From an optimization exercise on the open Yosys and OpenROAD flow, aimed at small area; shortcuts taken in it are not production practice. In this exercise RTL edits were held to simulation tests only and were not proved equivalent to the original. Power is estimated from default activity; no workload was simulated.

== willow ==
Design eeg_packet_parser, start of the top module:
module eeg_packet_parser #(
  parameter int BAND_COUNT = 8
) (
  input  wire logic                 clk,
  input  wire logic                 rst,
  input  wire logic                 cfg_valid,
  output logic                      cfg_ready,
  input  wire logic [CFG_IDX_W-1:0] cfg_index,
  input  wire logic [7:0]           cfg_data,
  input  wire logic                 push,
  output logic                      full,
  input  wire logic [7:0]           rx_byte,
  input  wire logic                 pop,
  output logic                      empty,
  output logic [3:0]                value_kind,
  output logic signed [24:0]        value_data,
  output logic                      last_value
);
  localparam logic [2:0] F_SYNC1 = 3'd0, F_SYNC2 = 3'd1, F_LEN = 3'd2, F_PAY = 3'd3, F_CHK = 3'd4;
  localparam logic [1:0] R_CODE = 2'd0, R_LEN = 2'd1, R_SINGLE = 2'd2, R_DATA = 2'd3;
  localparam logic [1:0] C_NONE = 2'd0, C_Q = 2'd1, C_A = 2'd2, C_M = 2'd3;
  localparam logic [1:0] C_RAW = 2'd1, C_BAND = 2'd2;
  assign cfg_ready = 1'b1;
  logic [7:0] sync_first, sync_second, code_raw_wave, code_band_power, max_payload;
  logic [6:0] code_quality, code_attn, code_med;
  logic [7:0] cfg_one, cfg_zero;    
  logic [7:0] cfg_en;
  assign cfg_one  = cfg_data | {8{rst}};
  assign cfg_zero = cfg_data & {8{~rst}};
  always_comb begin
    for (int k = 0; k < 8; k++) cfg_en[k] = rst || (cfg_valid && cfg_index == 4'(k));
  end
  function automatic logic [7:0] cfg_d(input logic [7:0] rst_val);
    for (int b = 0; b < 8; b++) cfg_d[b] = rst_val[b] ? cfg_one[b] : cfg_zero[b];
  endfunction
  logic [7:0] d_qual, d_attn, d_med;
  assign d_qual = cfg_d({1'b0, CODE_QUAL_RST});
  assign d_attn = cfg_d({1'b0, CODE_ATTN_RST});
  assign d_med  = cfg_d({1'b0, CODE_MED_RST});
  always_ff @(posedge clk) begin
    if (cfg_en[REG_SYNC_FIRST])  sync_first      <= cfg_d(SYNC_FIRST_RST);
    if (cfg_en[REG_SYNC_SECOND]) sync_second     <= cfg_d(SYNC_SECOND_RST);
    if (cfg_en[REG_CODE_QUAL])   code_quality    <= d_qual[6:0];
    if (cfg_en[REG_CODE_ATTN])   code_attn       <= d_attn[6:0];
  ...
Size in the first run: about 1700 cells after synthesis, about 800 flip-flops, about 58 I/O pins, ~0.029 mm² of cells after synthesis.
make LEC_CHECK=0 CAP_MARGIN=20 CORE_MARGIN=2 CORE_UTILIZATION=70 CTS_BUF_LIST=sky130_fd_sc_hd__clkbuf_16 CTS_CLUSTER_DIAMETER=60 CTS_CLUSTER_SIZE=28 PLACE_DENSITY=0.8 SLEW_MARGIN=20 finish   # period 7.0 ns
run.sh (not shown) runs the stock make flow with config.mk's settings and CLKGATE_MAP_FILE= SYNTH_SCRIPT=/design/flow/synth_recipe.tcl, a recipe that flattens the netlist after the stock synthesis.
Both conditions hold for willow: the flow ran to the end and the final layout passed the timing, DRC and antenna checks.
Inputs modified between willow and pepper:
diff --git a/flow/config.mk b/flow/config.mk
--- a/flow/config.mk
+++ b/flow/config.mk
@@ -9,7 +9,7 @@
 export CORE_MARGIN = 2
-export CORE_UTILIZATION = 70
+export CORE_UTILIZATION = 45
 export CTS_BUF_LIST = sky130_fd_sc_hd__clkbuf_16
 export CTS_CLUSTER_DIAMETER = 60
-export CTS_CLUSTER_SIZE = 28
-export PLACE_DENSITY = 0.8
+export CTS_CLUSTER_SIZE = 25
+export PLACE_DENSITY = 0.6
 export SLEW_MARGIN = 20
==> summary.txt <==
pepper finished every step from synthesis to the final layout, and the layout passed the timing, DRC and antenna checks.
willow went all the way through synthesis, placement and routing and the layout is clean on timing, DRC and antenna.
Between pepper and willow, the difference in number of top-level design ports is negligible.
Compared with willow, in pepper starting density of the core fell 25 points; total power rose 3.8%; final-layout clock buffer total rose 7; final critical delay including setup and external delays rose 140 ps; multiplexer area fraction after synthesis about even.
willow → pepper: non-clock buffer count now sits lower; die span in x now sits higher; post-CTS clock slew at the launch and capture registers of the worst setup and hold paths now sits at about the same level.
Inputs modified between pepper and fjord:
==> flow/flow/run.sh (new file) <==
#!/bin/bash
# Own layout flow: the standard ORFS flow (standard.sh), with a leaner
# clock tree (no dummy loads, larger sink clusters of clkbuf_16) and
# single-drive buffers on the ports. Make's output goes to flow_make.log here;
# each ORFS step keeps its own log under orfs/logs/.
set -euo pipefail
cd "$(dirname "$0")/.."
CTS="-sink_clustering_enable -repair_clock_nets -dont_use_dummy_load"
CTS="$CTS -buf_list sky130_fd_sc_hd__clkbuf_16 -sink_clustering_size 30 -sink_clustering_max_diameter 70"
bash standard.sh "CTS_ARGS=$CTS" "BUFFER_PORTS_ARGS=-buffer_cell sky130_fd_sc_hd__buf_1" finish > flow_make.log 2>&1
==> flow/standard.sh (new file) <==
#!/bin/bash
# synth_recipe.tcl (not shown) runs the flow's synth.tcl, then flattens the netlist and writes it again
# the make line also repeats each setting of config.mk as NAME=value (left out here)
make -C /OpenROAD-flow-scripts/flow DESIGN_CONFIG=/design/flow/config.mk WORK_HOME=/design/flow/orfs CLKGATE_MAP_FILE= SYNTH_SCRIPT=/design/flow/synth_recipe.tcl "${@:-finish}"
diff --git a/flow/config.mk b/flow/config.mk
--- a/flow/config.mk
+++ b/flow/config.mk
@@ -9,7 +9,4 @@
 export CORE_MARGIN = 2
-export CORE_UTILIZATION = 45
-export CTS_BUF_LIST = sky130_fd_sc_hd__clkbuf_16
-export CTS_CLUSTER_DIAMETER = 60
-export CTS_CLUSTER_SIZE = 25
-export PLACE_DENSITY = 0.6
+export CORE_UTILIZATION = 60
+export PLACE_DENSITY = 0.7
 export SLEW_MARGIN = 20
removed: flow/run.sh
Notes after the runs:
Routed wire length: fjord vs pepper down 3300 µm. Power spent charging and discharging nets: fjord better than pepper. Per the comparison of fjord with pepper, sequential logic power saw little to no change, clock network power saw a decrease, worst setup slack saw an increase, post-route met1 wirelength saw a decrease. Post-layout instance area: fjord < pepper. Compared with pepper, fjord instantiates a smaller number of standard cells.

-- static timing again, ports no longer ideal --
How much do the figures lean on ideal ports? The routed layouts below were timed once more, with nothing changed but the port constraints.
Step 1 (the two cells are an assumption about what drives the block):
set clk [get_ports {clk}]
set_driving_cell -lib_cell sky130_fd_sc_hd__clkbuf_16 $clk
set_driving_cell -lib_cell sky130_fd_sc_hd__buf_2 [delete_from_list [all_inputs] $clk]
Step 2 also shifts input and output timing later by t, the mid clock arrival at the registers, as if the neighbouring blocks saw the same clock.
a / b / c = ideal ports / drivers / drivers and shift; a / b = the first two.
run | shift t [ns] | slack for setup (ns) | cell pins on the clock port's net
willow | 0.631 | 1.573 / 1.518 / 1.674 | 1
pepper | 0.666 | 1.434 / 1.370 / 1.692 | 1
fjord | 0.629 | 1.977 / 1.923 / 1.793 | 1
After both steps setup and hold are still met in every run listed. For fjord, which loses most, drivers alone change the setup slack by -0.054 ns; drivers and shift together by -0.184 ns.
